Context: an optimization exercise on an open-source flow, tuned for small area and few clock cycles. The choices shown serve that exercise and are no tape-out recipe. Only simulation tests tie the RTL to the original design; equivalence was not proved. No activity file was given, so power comes from the tool's default toggle rates.

===== config.mk =====
export PLATFORM = sky130hd
export DESIGN_NAME = user_data_path
export DESIGN_NICKNAME = user_data_path
export VERILOG_FILES = /design/flow/design.v
export SDC_FILE = /design/flow/constraint.sdc
export NUM_CORES = 4
export LEC_CHECK = 0
export CAP_MARGIN = 20
export CORE_MARGIN = 2
export CORE_UTILIZATION = 40
export SLEW_MARGIN = 20

===== constraint.sdc =====
create_clock -name core_clock -period 12.0 [get_ports {clk}]
set_input_delay 2.4000 -clock core_clock [delete_from_list [all_inputs] [get_ports {clk}]]
set_output_delay 2.4000 -clock core_clock [all_outputs]
set_load 0.01 [all_outputs]

===== design.v =====
module user_data_path
(
   input  logic                                   clk,
   input  logic                                   reset,
   input  logic [4*(64 + 8)-1:0]  in_beat,
   input  logic [4-1:0]              in_valid,
   output logic [4-1:0]              in_ready,
   output logic [4*(64 + 8)-1:0]  out_beat,
   output logic [4-1:0]              out_valid,
   input  logic [4-1:0]              out_ready,
   input  logic                                   host_req,
   input  logic [(8 + 1 + 32)-1:0]                 host_req_data,
   output logic                                   host_ack,
   output logic [32-1:0]         host_rd_data
);
   localparam int NP = 4;
   localparam int BW = (64 + 8);
   localparam int PW = $clog2(NP);
   localparam int AW = $clog2(16);
   logic [7:0]             default_port;
   logic [31:0]            num_pkts;
   logic [NP-1:0]          in_pkt;        
   logic [NP-1:0]          pmask [NP];    
   logic [NP-1:0]          is_hdr;
   logic [NP-1:0]          is_eop;
   logic [NP-1:0]          hdr_req;       
   logic [NP-1:0]          req_mask [NP];
   logic [BW-1:0]          wbeat [NP];    
   logic [NP-1:0]          grant;
   logic [NP-1:0]          take;
   logic [NP-1:0]          wsel [NP];     
   logic [PW-1:0]          rr;
   logic [4:0]             age;           
   logic                   aged;
   assign aged = &age;
   logic [NP-1:0]          owned;
   logic [NP-1:0]          full;
   logic [NP-1:0]          wr;
   logic [BW-1:0]          wdata [NP];
   always_comb
   begin
      for (int p = 0; p < NP; p++)
      begin
         logic [BW-1:0] b;
         logic [7:0]    eff;
         b          = in_beat[p*BW +: BW];
         is_hdr[p]  = ((b[7:0]) == 8'hff);
         is_eop[p]  = (((b[7:0]) != 8'h00) && ((b[7:0]) != 8'hff));
         eff        = (b[71:64] == 8'h00) ? default_port : b[71:64];
         req_mask[p] = eff[NP-1:0];
         hdr_req[p] = in_valid[p] && !in_pkt[p] && is_hdr[p];
         wbeat[p]   = in_pkt[p] ? b : {eff, 8'(p), b[55:0]};
      end
   end
   always_comb
   begin
      owned = '0;
      for (int p = 0; p < NP; p++)
         if (in_pkt[p])
            owned = owned | pmask[p];
   end
   always_comb
   begin
      logic [NP-1:0] blocked;
      logic [PW-1:0] p;
      blocked = owned;
      grant   = '0;
      for (int k = 0; k < NP; k++)
      begin
         p = rr + PW'(k);
         if (hdr_req[p])
         begin
            if ((req_mask[p] & (blocked | full)) == '0)
               grant[p] = 1'b1;
            if (grant[p] || (k == 0 && aged)) blocked = blocked | req_mask[p];
         end
      end
   end
   always_comb
   begin
      for (int p = 0; p < NP; p++)
      begin
         if (in_pkt[p])
            in_ready[p] = (pmask[p] & full) == '0;
         else if (is_hdr[p])
            in_ready[p] = grant[p];
         else
            in_ready[p] = 1'b1;    
      end
   end
   assign take = in_valid & in_ready;
   always_comb
   begin
      for (int o = 0; o < NP; o++)
      begin
         wdata[o] = '0;
         for (int p = 0; p < NP; p++)
         begin
            wsel[o][p] = take[p] && (in_pkt[p] ? pmask[p][o] : (is_hdr[p] && req_mask[p][o]));
            if (wsel[o][p])
               wdata[o] = wdata[o] | wbeat[p];
         end
         wr[o] = |wsel[o];
      end
   end
   always_ff @(posedge clk)
   begin
      if (reset)
      begin
         in_pkt <= '0;
         rr     <= '0;
         age    <= '0;
      end
      else
      begin
         for (int p = 0; p < NP; p++)
            if (take[p])
            begin
               if (!in_pkt[p])
                  in_pkt[p] <= is_hdr[p];
               else if (is_eop[p])
                  in_pkt[p] <= 1'b0;
            end
         if (!(hdr_req[rr] && !grant[rr]))
         begin
            rr  <= rr + 1'b1;
            age <= '0;
         end
         else if (!aged)
            age <= age + 1'b1;
      end
   end
   always_ff @(posedge clk)
   begin
      for (int p = 0; p < NP; p++)
         if (take[p] && !in_pkt[p])
            pmask[p] <= req_mask[p];
   end
   logic [31:0] oq_pkts [NP];
   localparam int NLAST = 16 / 2;
   localparam int LW    = $clog2(NLAST);
   localparam int COLS = 2;
   localparam int ROWS = 16 / COLS;
   for (genvar o = 0; o < NP; o++)
   begin : g_oq
      logic [64-1:0] ent [COLS][ROWS];
      logic [ROWS-1:0]            v    [COLS];    
      logic [ROWS-1:0]            last [COLS];    
      logic [ROWS-1:0]            ld   [COLS];    
      logic [ROWS:0]              vac  [COLS];    
      logic [COLS-1:0]            wcol;           
      logic [COLS-1:0]            rcol;           
      logic [COLS-1:0]            col_full;
      logic [8-1:0] lctrl [NLAST];
      logic [LW-1:0]              lwr_ptr;
      logic [NLAST-1:0]           lrd_oh;         
      logic                       at_hdr;         
      logic [64-1:0] head;
      logic                       head_last;
      logic [8-1:0] head_lctrl;
      logic [8-1:0] head_ctrl;
      logic [8-1:0] wctrl;
      logic                       pop;
      always_comb
      begin
         for (int c = 0; c < COLS; c++)
         begin
            vac[c][0] = pop && rcol[c];
            for (int i = 0; i < ROWS-1; i++)
            begin
               ld[c][i]    = v[c][i+1] && (!v[c][i] || vac[c][i]);
               vac[c][i+1] = ld[c][i];
            end
            ld[c][ROWS-1] = wr[o] && wcol[c];
            vac[c][ROWS]  = 1'b0;
            col_full[c]   = v[c][ROWS-1] && !vac[c][ROWS-1];
         end
      end
      always_comb
      begin
         head         = '0;
         head_last    = 1'b0;
         out_valid[o] = 1'b0;
         for (int c = 0; c < COLS; c++)
         begin
            head         = head | (ent[c][0] & {64{rcol[c]}});
            head_last    = head_last | (last[c][0] && rcol[c]);
            out_valid[o] = out_valid[o] | (v[c][0] && rcol[c]);
         end
         head_lctrl = '0;
         for (int k = 0; k < NLAST; k++)
            head_lctrl = head_lctrl | (lctrl[k] & {8{lrd_oh[k]}});
         if (at_hdr)
            head_ctrl = 8'hff;
         else if (head_last)
            head_ctrl = head_lctrl;
         else
            head_ctrl = 8'h00;
      end
      assign wctrl   = wdata[o][8-1:0];
      assign out_beat[o*BW +: BW] = {head, head_ctrl};
      assign pop     = out_valid[o] && out_ready[o];
      assign full[o] = |(wcol & col_full);
      always_ff @(posedge clk)
      begin
         for (int c = 0; c < COLS; c++)
         begin
            for (int i = 0; i < ROWS-1; i++)
               if (ld[c][i])
               begin
                  ent[c][i]  <= ent[c][i+1];
                  last[c][i] <= last[c][i+1];
               end
            if (ld[c][ROWS-1])
            begin
               ent[c][ROWS-1]  <= wdata[o][BW-1:8];
               last[c][ROWS-1] <= (((wctrl) != 8'h00) && ((wctrl) != 8'hff));
            end
         end
         if (wr[o] && (((wctrl) != 8'h00) && ((wctrl) != 8'hff)))
            lctrl[lwr_ptr] <= wctrl;
      end
      always_ff @(posedge clk)
      begin
         if (reset)
         begin
            for (int c = 0; c < COLS; c++)
               v[c] <= '0;
            wcol       <= COLS'(1);
            rcol       <= COLS'(1);
            lwr_ptr    <= '0;
            lrd_oh     <= NLAST'(1);
            at_hdr     <= 1'b1;
            oq_pkts[o] <= '0;
         end
         else
         begin
            for (int c = 0; c < COLS; c++)
               for (int i = 0; i < ROWS; i++)
                  if (ld[c][i])
                     v[c][i] <= 1'b1;
                  else if (vac[c][i])
                     v[c][i] <= 1'b0;
            if (wr[o])
               wcol <= {wcol[COLS-2:0], wcol[COLS-1]};
            if (pop)
            begin
               rcol   <= {rcol[COLS-2:0], rcol[COLS-1]};
               at_hdr <= head_last;
            end
            if (wr[o] && (((wctrl) != 8'h00) && ((wctrl) != 8'hff)))
               lwr_ptr <= lwr_ptr + 1'b1;
            if (pop && head_last)
            begin
               lrd_oh     <= {lrd_oh[NLAST-2:0], lrd_oh[NLAST-1]};
               oq_pkts[o] <= oq_pkts[o] + 1'b1;
            end
         end
      end
   end
   logic [7:0]  h_addr;
   logic        h_rd;
   logic [31:0] h_wdata;
   logic [31:0] h_val;
   logic [2:0]  n_new;       
   always_comb
   begin
      n_new = '0;
      for (int p = 0; p < NP; p++)
         n_new = n_new + 3'(take[p] && !in_pkt[p] && is_hdr[p]);
   end
   assign h_addr  = host_req_data[(8 + 1 + 32)-1 -: 8];
   assign h_rd    = host_req_data[32];
   assign h_wdata = host_req_data[32-1:0];
   always_comb
   begin
      case (h_addr)
         8'h00:     h_val = 32'(default_port);
         8'h01:         h_val = num_pkts;
         8'h10 + 0: h_val = oq_pkts[0];
         8'h10 + 1: h_val = oq_pkts[1];
         8'h10 + 2: h_val = oq_pkts[2];
         8'h10 + 3: h_val = oq_pkts[3];
         default:                   h_val = 32'hdead_beef;
      endcase
   end
   assign host_rd_data = h_rd ? h_val : h_wdata;
   always_ff @(posedge clk)
   begin
      if (reset)
      begin
         host_ack     <= 1'b0;
         default_port <= 8'h01;
         num_pkts     <= '0;
      end
      else
      begin
         num_pkts <= num_pkts + 32'(n_new);
         host_ack <= 1'b0;
         if (host_req && !host_ack)
         begin
            host_ack     <= 1'b1;
            if (!h_rd && h_addr == 8'h00)
               default_port <= h_wdata[7:0];
         end
      end
   end
endmodule

===== run.sh =====
#!/bin/bash
# synth_recipe.tcl (not shown) runs the flow's synth.tcl, then flattens the netlist and writes it again
# the make line also repeats each setting of config.mk as NAME=value (left out here)
make -C /OpenROAD-flow-scripts/flow DESIGN_CONFIG=/design/flow/config.mk WORK_HOME=/design/flow/orfs CLKGATE_MAP_FILE= SYNTH_SCRIPT=/design/flow/synth_recipe.tcl finish

==> results of run 1 <==
[layout make-up]
| type | instances | area, um^2 | share of cell area, % |
|---|---|---|---|
| Tap cell | 5287 | 6615 | 3.474 |
| Inverter | 110 | 415.4 | 0.2181 |
| Clock buffer | 558 | 11930 | 6.264 |
| Sequential cell | 4740 | 139300 | 73.13 |
| Timing Repair Buffer | 868 | 8368 | 4.394 |
| Multi-Input combinational cell | 2880 | 20800 | 10.92 |
| Clock inverter | 284 | 2850 | 1.497 |
| Antenna cell | 72 | 180.2 | 0.09461 |
[Yosys cell counts (59+ instances only)]
master / n / area [um^2]
sky130_fd_sc_hd__and3_1: 59 / 369.1
sky130_fd_sc_hd__dfxtp_1: 308 / 6166
sky130_fd_sc_hd__inv_1: 106 / 397.9
sky130_fd_sc_hd__edfxtp_1: 4432 / 133100
sky130_fd_sc_hd__nand2_1: 292 / 1096
sky130_fd_sc_hd__nand4_1: 91 / 569.3
sky130_fd_sc_hd__nand3_1: 130 / 650.6
sky130_fd_sc_hd__clkbuf_1: 267 / 1002
sky130_fd_sc_hd__xor2_1: 106 / 928.4
sky130_fd_sc_hd__a21oi_1: 145 / 725.7
sky130_fd_sc_hd__o21ai_0: 61 / 305.3
sky130_fd_sc_hd__nor2_1: 403 / 1513
sky130_fd_sc_hd__o22ai_1: 74 / 462.9
sky130_fd_sc_hd__a221o_1: 254 / 2542
sky130_fd_sc_hd__a22o_1: 468 / 4099
sky130_fd_sc_hd__a22oi_1: 171 / 1284
[power by group through the flow]
stage | combinational [W] | sequential, W | clock (W)
2_1_floorplan | 0.000135 | 0.0182 | 0
3_3_place_gp | 0.000552 | 0.0182 | 0
3_5_place_dp | 0.000547 | 0.0182 | 0
4_1_cts | 0.000548 | 0.0178 | 0.0144
5_1_grt | 0.000559 | 0.0178 | 0.0150
6_report | 0.000569 | 0.0178 | 0.0141
[path summary, 6_finish.rpt]
path | cells after the start | startpoint | slack (ps) | to
setup reg to reg | 21 | rr[0] | 2660 | g_oq[2].ent[15][12]
hold / removal | 0 | g_oq[2].ent[13][61] | 330 | g_oq[2].ent[12][61]
setup / recovery | 15 | out_ready[2] | 870 | in_ready[2]
hold reg to reg | 0 | g_oq[2].ent[13][61] | 330 | g_oq[2].ent[12][61]
[flip-flops by register name, indices dropped and copies added (netlist names), 2 cells and up]
name,cells
g_oq.lctrl,256
g_oq.wcol,8
default_port,8
age,5
g_oq.lrd_oh,32
in_pkt,4
g_oq.last,64
rr,2
g_oq.lwr_ptr,12
oq_pkts,128
g_oq.ent,4096
pmask,16
num_pkts,32
g_oq.at_hdr,4
g_oq.v,64
g_oq.rcol,8
[per-stage QoR]
| stage | total power (W) | setup WS, ps |
|---|---|---|
| 2_1_floorplan | 0.01830 | 3539 |
| 3_3_place_gp | 0.01872 | 768.9 |
| 3_5_place_dp | 0.01872 | 814.3 |
| 4_1_cts | 0.03274 | 956.8 |
| 5_1_grt | 0.03339 | 616.2 |
| 6_report | 0.03253 | 873.1 |
[cells by family after synthesis]
logic type               Yosys count  synth area share [%]
flip-flops                      4740                 86.46
AO/OA/AOI/OAI                   1455                 7.411
AND/OR/NAND/NOR                 1201                 3.575
buffers and inverters            444                 1.071
XOR/XNOR                         136                0.7396
multiplexers                      66                0.5570
adder cells (fa/ha/maj)           22                0.1849
[worst register-to-register path, cell delays in order, from the launching register on]
cell	delay (ps)
sky130_fd_sc_hd__dfxtp_1	300
sky130_fd_sc_hd__buf_4	260
sky130_fd_sc_hd__inv_1	450
sky130_fd_sc_hd__ha_1	890
sky130_fd_sc_hd__inv_1	420
sky130_fd_sc_hd__mux2i_1	290
sky130_fd_sc_hd__a222oi_1	960
sky130_fd_sc_hd__nand3_1	330
sky130_fd_sc_hd__a221oi_1	700
sky130_fd_sc_hd__nand3_1	270
sky130_fd_sc_hd__o211ai_1	160
sky130_fd_sc_hd__o22ai_1	140
sky130_fd_sc_hd__a211oi_2	430
sky130_fd_sc_hd__a221oi_4	160
sky130_fd_sc_hd__a22oi_4	330
sky130_fd_sc_hd__buf_4	530
sky130_fd_sc_hd__nand2_1	610
sky130_fd_sc_hd__nor2_4	310
sky130_fd_sc_hd__or4_1	250
sky130_fd_sc_hd__nand2_1	140
sky130_fd_sc_hd__clkinv_2	70
sky130_fd_sc_hd__buf_4	800
[placed cells by master, fill, tap and decap left out, types with 91 or more instances in the layout]
cell type / n
sky130_fd_sc_hd__edfxtp_1: 4432
sky130_fd_sc_hd__clkdlybuf4s50_1: 662
sky130_fd_sc_hd__a22o_1: 468
sky130_fd_sc_hd__clkbuf_16: 460
sky130_fd_sc_hd__nor2_1: 395
sky130_fd_sc_hd__dfxtp_1: 299
sky130_fd_sc_hd__nand2_1: 292
sky130_fd_sc_hd__a221o_1: 254
sky130_fd_sc_hd__buf_4: 185
sky130_fd_sc_hd__a22oi_1: 171
sky130_fd_sc_hd__a21oi_1: 134
sky130_fd_sc_hd__nand3_1: 130
sky130_fd_sc_hd__clkinv_1: 107
sky130_fd_sc_hd__xor2_1: 106
sky130_fd_sc_hd__inv_1: 102
sky130_fd_sc_hd__clkbuf_1: 93
sky130_fd_sc_hd__nand4_1: 91
[routing by layer]
| layer | part of all wire [%] | vias to the layer above | track usage (%) |
|---|---|---|---|
| met1 | 37 | 42889 | 29.82 |
| met3 | 8.0 | 1158 | 4.667 |
| met4 | 7.4 | 14 | 15.60 |
| met2 | 47 | 4519 | 38.65 |
| li1 | - | 34580 | - |
| met5 | 0.017 | - | 0 |
==> run summary, run 1 <==
Timing:
- The post-route worst hold slack is 325.6 ps.
- The final setup violation count is 0.
- The count of endpoints failing hold in the final timing report is 0.
- Headroom to the max-slew limit came out at 11.17%.
- The max-slew violation total from the final report was 0.
- At the pin with the least slew margin, the transition time is 1328 ps.
- The clock period minus final worst setup slack is 11130 ps.
- Of the available clock period, the critical path in the final layout requires 92.72%.
- Setup repair after global routing left no endpoint under its margin.
- The maximum clock frequency is 89.87 MHz.
- The clock skew is 121.6 ps.
- For the final routed database, the setup TNS stands at 0 ps.

Clock network:
- In this run the post-CTS setup repair buffer count came out at 0.
- The quantity of hold-fixing buffers added after cts is 0.
- CTS built an H-tree with a depth of 5.
- After clock tree synthesis, the repair step resized 0 gates.
- At the later pin of the worst-skew pair, clock insertion delay measures 1060 ps.
- The clock sink count is 4740.
- The largest buffer count on any clock path is 4.
- After clock tree synthesis, the clock-pin slew on the worst setup and hold paths is 70 ps.
- TritonCTS built the clock tree.
- The root buffer selected by CTS is sky130_fd_sc_hd__clkbuf_16.
- The number of clock buffers inserted by TritonCTS is 452.

Drt:
- The detailed router placed 83160 vias in this run.
- After detailed routing, the number of vias per cell comes to 5.619.
- The count of TritonRoute iterations in the first routing pass is 7.
- The total DRC errors in the routed layout is 0.
- Dividing the detail-routed wire length by the instance count gives 33.85 um.
- The detail route stage leaves a number of antenna-violating nets equal to 0.
- For this block, the routed nets add up to 501000 um of wire.
- The first-iteration detailed-routing DRC count is 10345.

Place:
- The final estimated routing congestion in global placement is 1.015.
- Once detailed placement completed, the half-perimeter wirelength came to 345800 um.
- Counting tap cells, the placed design contains a total of 13885 instances.
- The placement-stage cell area is 175500 um^2.
- The number of buffers added on ports is 668.

Cells and area:
- Once layout is done, the placed cells without fillers occupy 190400 um^2.
- The number of standard cells in the layout, taps in and fillers out is 14799.
- After filler insertion, the fill cell instance count of the layout stands at 32857.
- Cells with a size suffix above 1 make up 11.10% of the layout.
- Relative to the synthesized area, the layout overhead comes to 18.24%.
- Once layout is complete, the utilization of the core stands at 47.40%.
- The number of nets in the layout is 9414.

Pwr:
- The combinational fraction of design power is 1.7%.
- The share of total power dissipated in sequential elements is 54.8%.
- Power spread over the standard cell area amounts to 170.8 nW/um^2.
- The part of the power in the clock network is 43.5%.
- The internal portion of the total power is 0.02601 W.
- The worst ir drop on vdd is 0.1462 mV.
- In this run the static leakage power is 60.74 nW.
- For this design the total switching power over the nets is 0.006518 W.
- Net switching is 20.03% of the power.

Die:
- The die covers 407700 um^2.
- The initial utilization of the core area, before any placement, comes to 40.09%.
- The I/O pin count is 669.
- After floorplanning, the core was divided into 233 placement rows.
- The vertical die dimension is 638.5 um.
- The area of the core is 401700 um^2.
- The floorplan die width is 638.5 um.

Synth:
- The dominant synthesized flop cell is sky130_fd_sc_hd__edfxtp_1.
- In this run, synthesis inferred 4432 flip-flops with an integrated enable.
- The share of synthesized flip-flops with an asynchronous set or reset is 0%.
- The total nets after synthesis is 8426.
- The average instance in the mapped netlist occupies 19.97 um^2.
- The cell area after technology mapping is 161100 um^2.
- Yosys printed 27 warnings.
- Synthesis handed over a netlist of 8064 instances.
- Synthesis inferred 4740 register bits.
- The number of different library cells used by synthesis comes to 88.
- The share of synthesized area occupied by flip-flops and latches is 86.46%.

Worst setup path:
- The delay of the slowest critical-path stage is 860 ps.
- The total buffers and inverters traversed by the critical path is 2.
- The slowest library cell on the worst path is sky130_fd_sc_hd__clkdlybuf4s50_1.
- For the worst setup path, the data arrival time is 8730 ps.
- On the critical path the largest part of the delay comes from compound AO/OA/AOI/OAI gates.
- In this run the worst path has a maximum fanout of 7.
- The required time at the worst-slack endpoint is 9600 ps.
- The element type at the critical path end is a primary output.
- Traced cell by cell, the critical path runs through clkdlybuf4s50_1, a21boi_1, and4_1, a32o_1, or2_1, a222oi_1, nand3_1, a221oi_1, nand3_1, o211ai_1, o22ai_1, a211oi_2, a221oi_4, a22oi_4, clkdlybuf4s50_1.
- The worst setup path category is in -> out.
- The worst setup path is launched from an input port.

GRT:
- The initial antenna violation count is 86.
- The largest net degree at the start of global routing is 164.
- The total overflow left after global routing is 0.
- The number of global-route vias before repair is 80393.
- The first-pass GRT wire length is 673700 um.
- For this run, the total global-route usage over all layers was measured as 24.03%.

Run:
- The number of max-cap violations is 0.

Worst hold path:
- In this run the worst hold path is classified as reg -> reg.

Outcome:
- The flow ran to the end and the layout has no timing, DRC or antenna violations.
Testbench counts, summed over its fixed seeds: cycles 9,103.
==> run 2, diff against run 1 <==
--- a/design.v
+++ b/design.v
@@ -146,5 +146,4 @@
       logic [64-1:0] ent [COLS][ROWS];
       logic [ROWS-1:0]            v    [COLS];    
-      logic [ROWS-1:0]            last [COLS];    
       logic [ROWS-1:0]            ld   [COLS];    
       logic [ROWS:0]              vac  [COLS];    
@@ -156,4 +155,5 @@
       logic [NLAST-1:0]           lrd_oh;         
       logic                       at_hdr;         
+      logic [3:0]                 rem;            
       logic [64-1:0] head;
       logic                       head_last;
@@ -180,12 +180,11 @@
       begin
          head         = '0;
-         head_last    = 1'b0;
          out_valid[o] = 1'b0;
          for (int c = 0; c < COLS; c++)
          begin
             head         = head | (ent[c][0] & {64{rcol[c]}});
-            head_last    = head_last | (last[c][0] && rcol[c]);
             out_valid[o] = out_valid[o] | (v[c][0] && rcol[c]);
          end
+         head_last  = !at_hdr && rem == 4'd1;
          head_lctrl = '0;
          for (int k = 0; k < NLAST; k++)
@@ -208,13 +207,7 @@
             for (int i = 0; i < ROWS-1; i++)
                if (ld[c][i])
-               begin
-                  ent[c][i]  <= ent[c][i+1];
-                  last[c][i] <= last[c][i+1];
-               end
+                  ent[c][i] <= ent[c][i+1];
             if (ld[c][ROWS-1])
-            begin
-               ent[c][ROWS-1]  <= wdata[o][BW-1:8];
-               last[c][ROWS-1] <= (((wctrl) != 8'h00) && ((wctrl) != 8'hff));
-            end
+               ent[c][ROWS-1] <= wdata[o][BW-1:8];
          end
          if (wr[o] && (((wctrl) != 8'h00) && ((wctrl) != 8'hff)))
@@ -248,4 +241,5 @@
                rcol   <= {rcol[COLS-2:0], rcol[COLS-1]};
                at_hdr <= head_last;
+               rem    <= at_hdr ? 4'(head[47:32] - 16'd1) : rem - 4'd1;
             end
             if (wr[o] && (((wctrl) != 8'h00) && ((wctrl) != 8'hff)))
==> flow/run.sh (new file) <==
#!/bin/bash
# The standard layout, with each port buffered by the smallest buffer
# cell instead of the delay buffer buffer_ports picks by default.
set -euo pipefail
export BUFFER_PORTS_ARGS="-buffer_cell sky130_fd_sc_hd__buf_1"
bash standard.sh > standard.log 2>&1
==> standard.sh (new file) <==
#!/bin/bash
# synth_recipe.tcl (not shown) runs the flow's synth.tcl, then flattens the netlist and writes it again
# the make line also repeats each setting of config.mk as NAME=value (left out here)
make -C /OpenROAD-flow-scripts/flow DESIGN_CONFIG=/design/flow/config.mk WORK_HOME=/design/flow/orfs CLKGATE_MAP_FILE= SYNTH_SCRIPT=/design/flow/synth_recipe.tcl "${@:-finish}"
removed: run.sh
==> run 2 against run 1 <==
Compared with the run above:
- cell count grew 0.38%
- via count down 0.50%
- register-to-register slack improved by 1100 ps
- clock power is 4% lower
- fmax rose by 10%
- worst setup slack gained 1000 ps
- synthesized area shrank 0.63%
- combinational power fell by 26%
- core utilization shrank 1.2 points
- design area down 3.2%
- largest power group unchanged
==> run summary, run 2 <==
Outcome:
- The flow ran to the end and the layout has no timing, DRC or antenna violations.

Pwr:
- The total leakage power is 57.91 nW (-4.7%).
- The worst ir drop on vdd is 0.1345 mV (-8.0%).
- The power density over cell area is 171.7 nW/um^2 (+0.51%).

Synth:
- The dominant synthesized flop cell is sky130_fd_sc_hd__edfxtp_1.
- In the synthesized netlist, the cells that appear most often are sky130_fd_sc_hd__edfxtp_1 (4384), sky130_fd_sc_hd__nand2_1 (489), sky130_fd_sc_hd__a22oi_1 (466).
- The share of synthesized flip-flops with an asynchronous set or reset is 0% (unchanged).
- The share of synthesized area occupied by flip-flops and latches came to 86.11% (-0.36 points).
- The synthesized flop and latch total is 4692 (-1.0%).
- The total nets after synthesis is 8573 (+1.7%).
- The portion of synthesized cell area occupied by the leading cell type is 82.25% (-0.38 points).
- The number of enable flip-flop cells after synthesis is 4384 (-1.1%).
- In the post-synthesis netlist, the cell with the most instances is sky130_fd_sc_hd__edfxtp_1.
- The number of distinct library cells after synthesis is 97 (+10%).
- The largest total area in the synthesized netlist belongs to sky130_fd_sc_hd__edfxtp_1.
- The number of instances in the synthesized netlist came to 8199 (+1.7%).
- The count of warnings emitted by yosys is 23 (-15%).
- The cell area after technology mapping was 160000 um^2 (-0.63%).
- The mean area per synthesized cell is 19.52 um^2 (-2.3%).
- In the post-synthesis netlist, the biggest area contributors are sky130_fd_sc_hd__edfxtp_1 (82%), sky130_fd_sc_hd__dfxtp_1 (3.9%), sky130_fd_sc_hd__a22oi_1 (2.2%).

Die:
- The floorplan die width is 636.6 um (-0.31%).
- The floorplan die area was 405200 um^2 (-0.62%).
- The area of the core was 398800 um^2 (-0.72%).
- The vertical die dimension is 636.6 um (-0.31%).
- The I/O pin count is 669 (unchanged).
- The effective utilization at floorplan is 40.13% (about the same).
- The total number of placement rows was 232 (-0.43%).

Worst setup path:
- The worst setup path is of the in -> out kind.
- On the critical path, the stage with the largest delay is an instance of sky130_fd_sc_hd__nor3b_1.
- The maximum fanout along the worst path was 38 (+31).
- The worst setup path is launched from an input port.
- Traced cell by cell, the critical path runs through buf_1, a21boi_1, nand4_1, nor3b_1, a211oi_1, nor2_1, a31oi_4, o2111ai_1, a22oi_1, a221oi_4, o2111ai_1, a31oi_4, buf_4, buf_1.
- The delay of the slowest critical-path stage came to 800 ps (-60 ps).
- The length in cells of the worst reg-to-reg path is 19 (-9.5%).
- The arrival time at the worst endpoint is 7680 ps (-1050 ps).
- STA classifies the critical path endpoint as a primary output.
- The required time at the worst-slack endpoint is 9600 ps (about the same).

Clock network:
- The buffer count from post-CTS setup fixing is 0 (unchanged).
- The number of clock buffers inserted by TritonCTS is 445 (-1.5%).
- The quantity of hold-fixing buffers added after cts is 0 (unchanged).
- The clock latency on the worst-skew pair is 1020 ps (-40 ps).
- The CTS tree is built.
- The tree is rooted in a sky130_fd_sc_hd__clkbuf_16.
- The clock sink count is 4692 (-1.0%).
- The clock-pin slew reported for the worst setup and hold paths after clock tree synthesis is 60 ps (about the same).
- The H-tree depth reported by CTS is 5 (unchanged).
- The largest buffer count on any clock path came to 4 (unchanged).
- The post-cts repair resize count came to 0 (unchanged).

Drt:
- The first-iteration detailed-routing DRC count is 10759 (+4.0%).
- The total DRC errors in the routed layout is 0 (unchanged).
- The final wirelength is 467000 um (-6.8%).
- The via count normalized by instance count came to 5.570 (-0.88%).
- The antenna violation net count after detailed routing is 0 (unchanged).
- The routed length per placed instance was 31.44 um (-7.1%).
- The count of TritonRoute iterations in the first routing pass is 10 (+3).
- The total via count in the routed design is 82741 (-0.50%).

Timing:
- The clock skew is 112.2 ps (-9.390 ps).
- Setup repair after global routing left no endpoint under its margin.
- The final setup TNS was 0 ps (unchanged).
- The clock period minus final worst setup slack is 10080 ps (-1045 ps).
- The final worst setup slack is 1918 ps (+1045 ps).
- The max-slew violation total from the final report was 0 (unchanged).
- The tightest slew margin relative to the limit was 13.27% (+2.1 points).
- The final setup violation count is 0 (unchanged).
- The count of endpoints failing hold in the final timing report is 0 (unchanged).
- The share of the clock period used by the worst path was 84.02% (-8.7 points).
- The maximum clock frequency came to 99.19 MHz (+10%).
- The pin slew with the least headroom to its limit is 1301 ps (-27.29 ps).

Cells and area:
- The flip-flop count of the largest register after layout was 4096 (unchanged).
- The area added between synthesis and finish is 15.15%.
- The fraction of final layout cells sized beyond drive strength 1 is 10.30% (-0.80 points).
- Counting flops per register, the top entry is g_oq.ent.
- The area of all placed cells without fillers is 184300 um^2 (-3.2%).
- The number of nets in the layout was 9544 (+1.4%).
- The number of filler instances in the final layout was 33264 (+1.2%).
- In the layout the commonest cells are sky130_fd_sc_hd__edfxtp_1 (4384), sky130_fd_sc_hd__buf_1 (666), sky130_fd_sc_hd__nand2_1 (489).
- In the final layout, the registers with the most flip-flops are g_oq.ent: 4096 flops, g_oq.lctrl: 256 flops, oq_pkts: 128 flops.
- The core occupancy in the finished layout is 46.21% (-1.2 points).
- The commonest non-fill, non-tap cell in the layout is sky130_fd_sc_hd__edfxtp_1.

GRT:
- The largest net degree at the start of global routing is 145 (-12%).
- The first-pass GRT wire length is 634900 um (-5.8%).
- The overall overflow remaining after global route is 0 (unchanged).
- The total routing resource utilization after global routing is 22.42% (-1.6 points).
- The number of global-route vias before repair is 79881 (-0.64%).
- The initial antenna violation count is 108 (+26%).

Place:
- The final estimated routing congestion in global placement is 0.9857 (-2.9%).
- The number of buffers added on ports came to 668 (unchanged).
- The pre-CTS worst setup slack is 1651 ps (+836.5 ps).
- The placement-stage cell area was 170000 um^2 (-3.1%).
- The HPWL after detailed placement was 321900 um (-6.9%).

Run:
- The number of max-cap violations was 0 (unchanged).

Worst hold path:
- The number of cells on the worst hold path is 0 (unchanged).
- The worst hold path class is reg -> reg.
[run 2: changes by cell type in the layout (fill, tap and decap cells not counted), moves of 75 or more]
| cell | before | now |
|---|---|---|
| sky130_fd_sc_hd__buf_1 | 0 | 666 |
| sky130_fd_sc_hd__clkdlybuf4s50_1 | 662 | 0 |
| sky130_fd_sc_hd__a22oi_1 | 171 | 465 |
| sky130_fd_sc_hd__a221o_1 | 254 | 53 |
| sky130_fd_sc_hd__nand2_1 | 292 | 489 |
| sky130_fd_sc_hd__a22o_1 | 468 | 299 |
| sky130_fd_sc_hd__o221ai_1 | 0 | 75 |
[run 2: path summary, 6_finish.rpt]
check | from | end | slack [ps]
setup / recovery | out_ready[1] | in_ready[3] | 1920
hold / removal | g_oq[3].ent[13][62] | g_oq[3].ent[12][62] | 330
setup reg to reg | rr[0] | g_oq[3].ent[15][61] | 3790
hold reg to reg | g_oq[3].ent[13][62] | g_oq[3].ent[12][62] | 330
[run 2: cell families after synthesis]
group | Yosys count | share of synthesized area (%)
mux | 63 | 0.5504
fa+ha+maj | 34 | 0.2799
simple gates | 1368 | 4.083
xor+xnor | 146 | 0.7990
flops | 4692 | 86.11
compound gates | 1478 | 7.149
buf+inv | 418 | 1.033
[run 2: worst max-delay path, delay by kind of cell]
family                 cells  cell delay [ps]
AO/OA/AOI/OAI              8             2360
buffers and inverters      3             1260
AND/OR/NAND/NOR            3             1610
[run 2: final cells by class]
cell class                 instances  area, um^2  share of cell area [%]
sequential                      4692      137800                   74.79
clock inverter                   256        2351                   1.276
tap                             5265        6588                   3.575
inverter                          98       370.4                  0.2010
timing repair buffer             844        3870                   2.100
antenna                           53       132.6                 0.07197
clock buffer                     558       11780                   6.394
multi-input combinational       3089       21370                   11.60
[run 2: per-stage QoR]
step / total power [W] / instances / hold slack, ps
finish: 0.03165 / 14855 / 332.6
global route: 0.03250 / 14829 / 344.8
CTS: 0.03188 / 14802 / 341.3
detailed placement: 0.01838 / 13988 / 404.5
global placement: 0.01839 / 13986 / 400.2
floorplan: 0.01813 / 8199 / 400.3
[run 2: metal layers]
metal / vias to the layer above / share of wire [%] / track usage [%]
met5: - / 0.024 / 0
met4: 18 / 7.1 / 13.67
met3: 1051 / 8.3 / 4.120
met2: 4381 / 47 / 36.02
met1: 42467 / 38 / 28.37
li1: 34824 / - / -
[run 2: power by group]
group | total [W] | internal, W | leakage (nW) | switching, W
logic | 0.000419 | 0.0000916 | 9.08 | 0.000328
registers | 0.0176 | 0.0176 | 41.9 | 0.00000762
clock network | 0.0136 | 0.00770 | 6.90 | 0.00589
Testbench counts of run 2, summed over its fixed seeds: cycles 9,103.
==> run 3, diff against run 2 <==
--- a/config.mk
+++ b/config.mk
@@ -9,3 +9,6 @@
 export CORE_MARGIN = 2
 export CORE_UTILIZATION = 40
+export CTS_BUF_LIST = sky130_fd_sc_hd__clkbuf_8
+export CTS_CLUSTER_DIAMETER = 50
+export CTS_CLUSTER_SIZE = 15
 export SLEW_MARGIN = 20
==> run 3 against run 2 <==
Compared with the run above:
- die area unchanged
- via count down 0.91%
- worst setup slack worse by 130 ps
- total power down 15%
- combinational power about the same
- clock skew up 24 ps
- synthesized cell count unchanged
- sequential power about the same
- critical path type unchanged
- clock power down 34%
- global-route usage down 0.12 points
- cell count down 1.2%
- non-clock buffer count up 1
==> run summary, run 3 <==
Clock network:
- The quantity of hold-fixing buffers added after cts was 0 (unchanged).
- The clock-pin slew reported for the worst setup and hold paths after clock tree synthesis is 90 ps (+30 ps).
- The clock latency on the worst-skew pair came to 1190 ps (+170 ps).
- The H-tree depth reported by CTS is 5 (unchanged).
- The cell sitting at the root of the clock tree is a sky130_fd_sc_hd__clkbuf_8.
- The post-cts repair resize count is 0 (unchanged).
- The number of clock buffers inserted by TritonCTS came to 403 (-9.4%).
- TritonCTS built the clock tree.
- The largest buffer count on any clock path was 4 (unchanged).
- The buffer count from post-CTS setup fixing is 0 (unchanged).
- The clock sink count is 4692 (unchanged).

GRT:
- The total routing resource utilization after global routing is 22.30% (-0.12 points).
- The first-pass GRT wire length is 630300 um (-0.72%).
- The largest net degree at the start of global routing was 145 (unchanged).
- The initial antenna violation count is 114 (+5.6%).
- The overall overflow remaining after global route is 0 (unchanged).
- The number of global-route vias before repair is 79341 (-0.68%).

Die:
- The effective utilization at floorplan is 40.13% (unchanged).
- The floorplan die width came to 636.6 um (unchanged).
- The floorplan die area is 405200 um^2 (unchanged).
- The area of the core was 398800 um^2 (unchanged).
- The total number of placement rows is 232 (unchanged).
- The vertical die dimension came to 636.6 um (unchanged).
- The I/O pin count is 669 (unchanged).

Cells and area:
- The commonest non-fill, non-tap cell in the layout is sky130_fd_sc_hd__edfxtp_1.
- In the final layout, the registers with the most flip-flops are g_oq.ent: 4096 flops, g_oq.lctrl: 256 flops, oq_pkts: 128 flops.
- The number of nets in the layout is 9503 (-0.43%).
- The flip-flop count of the largest register after layout came to 4096 (unchanged).
- The library cells used most frequently in the layout, excluding fill and tap cells, are sky130_fd_sc_hd__edfxtp_1 (4384), sky130_fd_sc_hd__buf_1 (666), sky130_fd_sc_hd__nand2_1 (489).
- The core occupancy in the finished layout was 44.55% (-1.7 points).
- The fraction of final layout cells sized beyond drive strength 1 is 9.723% (-0.57 points).
- Compared with the post-synthesis result, the final layout area differs by 11.02%.
- The register bank with the most flops is g_oq.ent.

Timing:
- The clock skew is 136.3 ps (+24.13 ps).
- The final setup violation count came to 0 (unchanged).
- The max-slew violation total from the final report is 0 (unchanged).
- The count of endpoints failing hold in the final timing report is 0 (unchanged).
- The final setup TNS is 0 ps (unchanged).
- The tightest slew margin relative to the limit is 15.36% (+2.1 points).
- The maximum clock frequency is 97.89 MHz (-1.3%).
- Setup repair after global routing left no endpoint under its margin.
- The pin slew with the least headroom to its limit is 1270 ps (-31.40 ps).
- The clock period minus final worst setup slack came to 10220 ps (+133.7 ps).
- The final worst setup slack is 1784 ps (-133.7 ps).
- The share of the clock period used by the worst path is 85.13% (+1.1 points).
- The post-route worst hold slack is 333.3 ps (+0.7230 ps).

Drt:
- The wire length on met1 came to 173700 um (-0.90%).
- Routed signal wires occupy layers up through met5.
- The total DRC errors in the routed layout was 0 (unchanged).
- The via count normalized by instance count is 5.586 (+0.30%).
- The first-iteration detailed-routing DRC count was 11081 (+3.0%).
- The routed length per placed instance is 31.65 um (+0.68%).
- The count of TritonRoute iterations in the first routing pass came to 9 (-1).
- The wire length on met2 was 219400 um (-0.17%).
- The final wirelength is 464500 um (-0.54%).
- The total via count in the routed design came to 81986 (-0.91%).
- The met3 routed wirelength is 39030 um (+1.3%).
- The antenna violation net count after detailed routing was 0 (unchanged).

Place:
- The HPWL after detailed placement is 321900 um (unchanged).
- The number of buffers added on ports came to 668 (unchanged).
- The pre-CTS worst setup slack is 1651 ps (unchanged).
- The final estimated routing congestion in global placement is 0.9857 (unchanged).

Run:
- The number of max-cap violations was 0 (unchanged).

Synth:
- The number of distinct library cells after synthesis is 97 (unchanged).
- The share of synthesized area occupied by flip-flops and latches is 86.11% (unchanged).
- The cell area after technology mapping is 160000 um^2 (unchanged).
- The mean area per synthesized cell is 19.52 um^2 (unchanged).
- The number of enable flip-flop cells after synthesis was 4384 (unchanged).
- The most area-hungry cell type in the Yosys netlist is sky130_fd_sc_hd__edfxtp_1.
- After synthesis, the most frequently instantiated cells are sky130_fd_sc_hd__edfxtp_1 (4384), sky130_fd_sc_hd__nand2_1 (489), sky130_fd_sc_hd__a22oi_1 (466).
- The portion of synthesized cell area occupied by the leading cell type is 82.25% (unchanged).
- The number of instances in the synthesized netlist was 8199 (unchanged).
- In the post-synthesis netlist, the biggest area contributors are sky130_fd_sc_hd__edfxtp_1 (82%), sky130_fd_sc_hd__dfxtp_1 (3.9%), sky130_fd_sc_hd__a22oi_1 (2.2%).
- The count of warnings emitted by yosys was 23 (unchanged).
- The share of synthesized flip-flops with an asynchronous set or reset is 0% (unchanged).
- The synthesized flop and latch total is 4692 (unchanged).
- The total nets after synthesis was 8573 (unchanged).
- Among all flip-flop cells after synthesis, the most frequent one is sky130_fd_sc_hd__edfxtp_1.
- The most instantiated library cell after synthesis is sky130_fd_sc_hd__edfxtp_1.

Worst setup path:
- The arrival time at the worst endpoint came to 7820 ps (+140 ps).
- The critical path goes through buf_1, a21boi_1, nand4_1, nor3b_1, a211oi_1, nor2_1, a31oi_4, o2111ai_1, a22oi_1, a221oi_4, o2111ai_4, and2_1, a21oi_1, buf_1.
- The cell repeated most along the worst path is sky130_fd_sc_hd__buf_1.
- STA classifies the critical path endpoint as a primary output.
- The worst setup path category is in -> out.
- The delay of the slowest critical-path stage is 900 ps (+100 ps).
- Among all stages on the critical path, the largest delay is contributed by sky130_fd_sc_hd__nor3b_1.
- The worst setup path is launched from an input port.
- The required time at the worst-slack endpoint is 9600 ps (about the same).
- The maximum fanout along the worst path came to 8 (-79%).

Pwr:
- The power density over cell area was 151.6 nW/um^2 (-12%).
- The total leakage power came to 55.11 nW (-4.8%).
- The total power of the final layout came to 0.02694 W (-15%).
- The worst ir drop on vdd is 0.08752 mV (-35%).

Worst hold path:
- The worst hold path class is reg -> reg.

Outcome:
- The run finished with no timing, DRC or antenna violations.
-- run 3: cell counts after synthesis --
No cell type changed its count.
-- run 3: kinds of logic after synthesis --
kind of cell / count (synthesis) / share of synthesized area (%)
compound gates: 1478 / 7.149
fa+ha+maj: 34 / 0.2799
flops: 4692 / 86.11
simple gates: 1368 / 4.083
mux: 63 / 0.5504
xor+xnor: 146 / 0.7990
buf+inv: 418 / 1.033
-- run 3: power breakdown --
part	leakage (nW)	internal, W	total (W)	switching [W]
registers	41.9	0.0176	0.0176	0.00000764
clock network	4.10	0.00369	0.00892	0.00523
logic	9.08	0.0000916	0.000419	0.000327
-- run 3: path summary, 6_finish.rpt --
kind	from	to	slack, ps	cells past startpoint
worst max-delay path	out_ready[1]	in_ready[2]	1780	14
worst min-delay path	g_oq[0].ent[14][43]	g_oq[0].ent[13][43]	330	0
worst max register to register	rr[0]	g_oq[3].ent[15][54]	3710	19
worst min register to register	g_oq[0].ent[14][43]	g_oq[0].ent[13][43]	330	0
-- run 3: cell type report --
| type | count | area (um^2) |
|---|---|---|
| diodes | 52 | 130.1 |
| clock buffers | 411 | 5657 |
| clock inverters | 224 | 1881 |
| fillers | 33923 | 221200 |
| inverters | 98 | 370.4 |
| multi-input cells | 3089 | 21370 |
| flip-flops and latches | 4692 | 137800 |
| well taps | 5265 | 6588 |
| repair buffers | 845 | 3877 |
-- run 3: worst max-delay path, delay by kind of cell --
kind / cells / cell delay, ps
compound gates: 8 / 2420
buf+inv: 2 / 920
simple gates: 4 / 2030
-- run 3: metal layers --
metal,GRT usage [%],vias to the layer above
met5,0,-
met1,28.23,42046
li1,-,34495
met2,35.98,4413
met4,13.35,16
met3,4.049,1016
-- run 3: stage by stage --
| stage | cells | cell area, um^2 |
|---|---|---|
| floorplan | 8199 | 160100 |
| global placement | 13986 | 169900 |
| detailed placement | 13988 | 170000 |
| CTS | 14623 | 177500 |
| global route | 14655 | 177600 |
| finish | 14676 | 177700 |
==> run 4, diff against run 3 <==
--- a/config.mk
+++ b/config.mk
@@ -9,6 +9,6 @@
 export CORE_MARGIN = 2
 export CORE_UTILIZATION = 40
-export CTS_BUF_LIST = sky130_fd_sc_hd__clkbuf_8
-export CTS_CLUSTER_DIAMETER = 50
-export CTS_CLUSTER_SIZE = 15
+export CTS_BUF_LIST = sky130_fd_sc_hd__clkbuf_16
+export CTS_CLUSTER_DIAMETER = 60
+export CTS_CLUSTER_SIZE = 20
 export SLEW_MARGIN = 20
==> run 4 against run 3 <==
Compared with the run above:
- largest power group unchanged
- cell count fell by 0.55%
- clock power rose by 29%
- flip-flop and latch count did not move
- hold slack improved by 16 ps
- critical path depth did not move
- synthesized cell count did not move
- clock skew fell by 28 ps
- total power rose by 9.4%
- worst setup slack improved by 140 ps
- non-clock buffer count did not move
==> run summary, run 4 <==
Worst setup path:
- Walking the worst path, the cells encountered are buf_1, a21boi_1, nand4_1, nor3b_1, a211oi_1, nor2_1, a31oi_4, o2111ai_1, a22oi_1, a221oi_4, o2111ai_1, a31oi_4, buf_4, buf_1.
- The setup slack of the worst register-to-register path was 3760 ps (+50 ps).
- The endpoint of the lowest-slack register-to-register path is g_oq[3].ent[15][61].
- The worst setup path is launched from an input port.
- The total buffers and inverters traversed by the critical path is 3 (+1).
- The required time at the worst-slack endpoint is 9600 ps (about the same).
- The length in cells of the worst reg-to-reg path was 19 (unchanged).
- The launch point of the worst reg-to-reg path is rr[0].
- The depth of the critical timing path with buffers and inverters included came to 14 (unchanged).
- The critical path is of the in -> out type.
- The slowest library cell on the worst path is sky130_fd_sc_hd__nor3b_1.
- The element type at the critical path end is a primary output.
- The arrival time at the worst endpoint is 7670 ps (-150 ps).
- The cell type group with the largest total delay on the critical path is compound AO/OA/AOI/OAI gates.
- The delay of the slowest critical-path stage is 840 ps (-60 ps).
- The maximum fanout along the worst path is 38 (+30).

Synth:
- The largest total area in the synthesized netlist belongs to sky130_fd_sc_hd__edfxtp_1.
- In the post-synthesis netlist, the cell with the most instances is sky130_fd_sc_hd__edfxtp_1.
- The most used flip-flop cell after synthesis is sky130_fd_sc_hd__edfxtp_1.
- The synthesized flop and latch total is 4692 (unchanged).
- The number of instances in the synthesized netlist was 8199 (unchanged).
- The mean area per synthesized cell is 19.52 um^2 (unchanged).
- The share of synthesized area occupied by flip-flops and latches is 86.11% (unchanged).
- By area the synthesized netlist is led by sky130_fd_sc_hd__edfxtp_1 (82%), sky130_fd_sc_hd__dfxtp_1 (3.9%), sky130_fd_sc_hd__a22oi_1 (2.2%).
- The portion of synthesized cell area occupied by the leading cell type is 82.25% (unchanged).
- The share of synthesized flip-flops with an asynchronous set or reset was 0% (unchanged).
- The number of distinct library cells after synthesis was 97 (unchanged).
- The total nets after synthesis is 8573 (unchanged).
- By count the netlist is led by sky130_fd_sc_hd__edfxtp_1 (4384), sky130_fd_sc_hd__nand2_1 (489), sky130_fd_sc_hd__a22oi_1 (466).
- The number of enable flip-flop cells after synthesis is 4384 (unchanged).
- The cell area after technology mapping is 160000 um^2 (unchanged).
- The count of warnings emitted by yosys is 23 (unchanged).

Drt:
- The first-iteration detailed-routing DRC count is 11030 (-0.46%).
- The final wirelength was 463600 um (-0.18%).
- The via count normalized by instance count is 5.615 (+0.51%).
- The count of TritonRoute iterations in the first routing pass is 10 (+1).
- The total DRC errors in the routed layout came to 0 (unchanged).
- The antenna violation net count after detailed routing came to 0 (unchanged).
- The routed length per placed instance is 31.76 um (+0.37%).
- The total via count in the routed design is 81954 (-0.039%).

Outcome:
- The flow ran to the end and the layout has no timing, DRC or antenna violations.

Clock network:
- In this run the clock root is driven by a sky130_fd_sc_hd__clkbuf_16.
- The buffer count from post-CTS setup fixing came to 0 (unchanged).
- The post-cts repair resize count was 0 (unchanged).
- The largest buffer count on any clock path was 4 (unchanged).
- The clock-pin slew reported for the worst setup and hold paths after clock tree synthesis is 70 ps (-20 ps).
- The clock sink count was 4692 (unchanged).
- The quantity of hold-fixing buffers added after cts is 0 (unchanged).
- TritonCTS built the clock tree.
- The number of clock buffers inserted by TritonCTS is 330 (-18%).
- The H-tree depth reported by CTS is 5 (unchanged).
- The clock latency on the worst-skew pair is 990 ps (-200 ps).

Timing:
- The maximum clock frequency came to 99.27 MHz (+1.4%).
- The clock skew was 108.3 ps (-28.03 ps).
- The tightest slew margin relative to the limit was 11.85% (-3.5 points).
- Setup repair after global routing left no endpoint under its margin.
- The count of endpoints failing hold in the final timing report is 0 (unchanged).
- The final setup violation count is 0 (unchanged).
- The post-route worst hold slack came to 349.6 ps (+16.30 ps).
- The pin slew with the least headroom to its limit is 1322 ps (+52.65 ps).
- The clock period minus final worst setup slack came to 10070 ps (-141.7 ps).
- The max-slew violation total from the final report is 0 (unchanged).
- The final setup TNS was 0 ps (unchanged).
- The share of the clock period used by the worst path is 83.95% (-1.2 points).

Run:
- The number of max-cap violations is 0 (unchanged).

Die:
- The area of the core is 398800 um^2 (unchanged).
- The floorplan die width was 636.6 um (unchanged).
- The I/O pin count is 669 (unchanged).
- The floorplan die area is 405200 um^2 (unchanged).
- The effective utilization at floorplan is 40.13% (unchanged).
- The vertical die dimension is 636.6 um (unchanged).
- The total number of placement rows was 232 (unchanged).

Cells and area:
- The number of filler instances in the final layout was 33567 (-1.0%).
- The number of standard cells in the layout, taps in and fillers out is 14596 (-0.55%).
- The library cell used most frequently in the layout, excluding fill and tap cells, is sky130_fd_sc_hd__edfxtp_1.
- The number of nets in the layout is 9430 (-0.77%).
- The largest registers in the layout are g_oq.ent: 4096 flops, g_oq.lctrl: 256 flops, oq_pkts: 128 flops.
- The top cell types in the final layout, fill and taps aside, are sky130_fd_sc_hd__edfxtp_1 (4384), sky130_fd_sc_hd__buf_1 (666), sky130_fd_sc_hd__nand2_1 (489).
- The register with the most flip-flops in the final layout is g_oq.ent.
- The fraction of final layout cells sized beyond drive strength 1 was 9.501% (-0.22 points).
- The flip-flop count of the largest register after layout is 4096 (unchanged).
- From synthesis to final layout, the design area changed by 13.07%.

Worst hold path:
- The number of cells on the worst hold path came to 0 (unchanged).
- The worst hold path class is reg -> reg.
- The worst hold endpoint is g_oq[0].ent[9][45].
- The worst hold path startpoint is g_oq[0].ent[10][45].

GRT:
- The total routing resource utilization after global routing is 22.26% (-0.037 points).
- The largest net degree at the start of global routing is 145 (unchanged).
- The overall overflow remaining after global route came to 0 (unchanged).
- The first-pass GRT wire length is 630200 um (about the same).
- The number of global-route vias before repair was 79081 (-0.33%).
- The initial antenna violation count was 107 (-6.1%).

Place:
- The final estimated routing congestion in global placement is 0.9857 (unchanged).
- The number of cells after detailed placement is 13988 (unchanged).
- The HPWL after detailed placement is 321900 um (unchanged).
- The number of buffers added on ports is 668 (unchanged).

Pwr:
- The total leakage power is 56.33 nW (+2.2%).
- The total power of the final layout was 0.02948 W (+9.4%).
- The worst ir drop on vdd is 0.1351 mV (+54%).
- The power density over cell area came to 162.9 nW/um^2 (+7.5%).
## run 4: cell counts after synthesis
No cell type changed its count.
## run 4: cell type report
class	count	area (um^2)	share of cell area [%]
sequential	4692	137800	76.16
multi-input combinational	3089	21360	11.81
clock buffer	338	8458	4.674
tap	5265	6588	3.640
timing repair buffer	845	3877	2.143
clock inverter	221	2367	1.308
inverter	98	370.4	0.2047
antenna	48	120.1	0.06637
## run 4: logic make-up (layout without fill, tap and decap cells)
group / after synthesis / after routing / synth area share, %
flops: 4692 / 4692 / 86.11
compound gates: 1478 / 1478 / 7.149
simple gates: 1368 / 1368 / 4.083
buf+inv: 418 / 1502 / 1.033
xor+xnor: 146 / 146 / 0.7990
mux: 63 / 63 / 0.5504
fa+ha+maj: 34 / 34 / 0.2799
other cells: 0 / 48 / 0
## run 4: worst max-delay path by stage
stage,start,end,slack (ps)
finish,out_ready[1],in_ready[3],1930
global route,out_ready[1],in_ready[3],1780
CTS,out_ready[1],in_ready[2],1890
detailed placement,out_ready[1],g_oq[3].ent[15][49],1650
global placement,out_ready[1],g_oq[3].ent[15][49],1750
floorplan,out_ready[1],g_oq[1].ent[11][0],3660
## run 4: worst register-to-register path, cell delays in order, from the launching register on
cell,delay [ps]
sky130_fd_sc_hd__dfxtp_1,310
sky130_fd_sc_hd__buf_4,280
sky130_fd_sc_hd__clkinv_1,480
sky130_fd_sc_hd__ha_1,650
sky130_fd_sc_hd__a222oi_1,570
sky130_fd_sc_hd__mux2i_4,190
sky130_fd_sc_hd__a221oi_4,630
sky130_fd_sc_hd__a31oi_4,210
sky130_fd_sc_hd__o2111ai_1,400
sky130_fd_sc_hd__a22oi_1,210
sky130_fd_sc_hd__a221oi_4,440
sky130_fd_sc_hd__o2111ai_4,320
sky130_fd_sc_hd__and2_1,310
sky130_fd_sc_hd__a21oi_1,240
sky130_fd_sc_hd__nand2_1,360
sky130_fd_sc_hd__nor2_4,600
sky130_fd_sc_hd__or4_1,310
sky130_fd_sc_hd__nand2_1,200
sky130_fd_sc_hd__clkinv_2,360
sky130_fd_sc_hd__buf_4,680
## run 4: where the power goes
part	leakage, nW	total, W	switching [W]	internal [W]
clock network	5.31	0.0115	0.00569	0.00577
registers	41.9	0.0176	0.00000757	0.0176
logic	9.08	0.000418	0.000327	0.0000916
## run 4: routing by layer
| metal | GRT usage [%] | vias to the layer above | part of all wire [%] |
|---|---|---|---|
| met2 | 35.57 | 4359 | 47 |
| met5 | 0 | - | 0.029 |
| met3 | 3.918 | 1038 | 8.2 |
| met4 | 14.24 | 20 | 7.6 |
| met1 | 28.21 | 42074 | 37 |
| li1 | - | 34463 | - |
## run 4: through the flow
stage | worst slack (ps) | utilization [%] | cell area [um^2]
after global placement | 1748 | 42.60 | 169900
after floorplan | 3661 | - | 160100
after CTS | 1890 | 45.33 | 180800
after detailed placement | 1651 | 42.61 | 170000
after global routing | 1782 | 45.36 | 180900
final | 1926 | 45.37 | 181000

-- re-timing with driven ports --
The flow's constraints put no driver on any port. The routed layouts listed below were extracted and timed again, unchanged, in two steps. Step 1 (the two cells are an assumption about what drives the block):
set clk [get_ports {clk}]
set_driving_cell -lib_cell sky130_fd_sc_hd__clkbuf_16 $clk
set_driving_cell -lib_cell sky130_fd_sc_hd__buf_2 [delete_from_list [all_inputs] $clk]
Step 2 adds t to the input delays and takes it off the output delays; t is the mean of the earliest and latest rising clock arrival at the registers after step 1. Input paths then give back, and output paths get back, about the clock's delay inside the block. a / b / c = ideal / step 1 / step 2; a / b = the first two.
run | t, ns | slack for setup (ns) | hold WS [ns] | latest minus earliest clock arrival (ns) | worst data-port slew with drivers (ns)
run 1 | 1.124 | 0.873 / 0.845 / 0.587 | 0.326 / 0.326 / 0.326 | 0.123 / 0.122 | 0.31
run 2 | 1.079 | 1.918 / 1.868 / 1.539 | 0.333 / 0.333 / 0.333 | 0.115 / 0.115 | 0.27
run 3 | 1.232 | 1.784 / 1.727 / 1.438 | 0.333 / 0.333 / 0.333 | 0.141 / 0.142 | 0.26
run 4 | 1.046 | 1.926 / 1.871 / 1.574 | 0.350 / 0.350 / 0.350 | 0.126 / 0.127 | 0.27
After both steps every run listed still meets setup and hold. For run 2, which loses most, drivers alone change the setup slack by -0.050 ns; drivers and shift together by -0.379 ns.
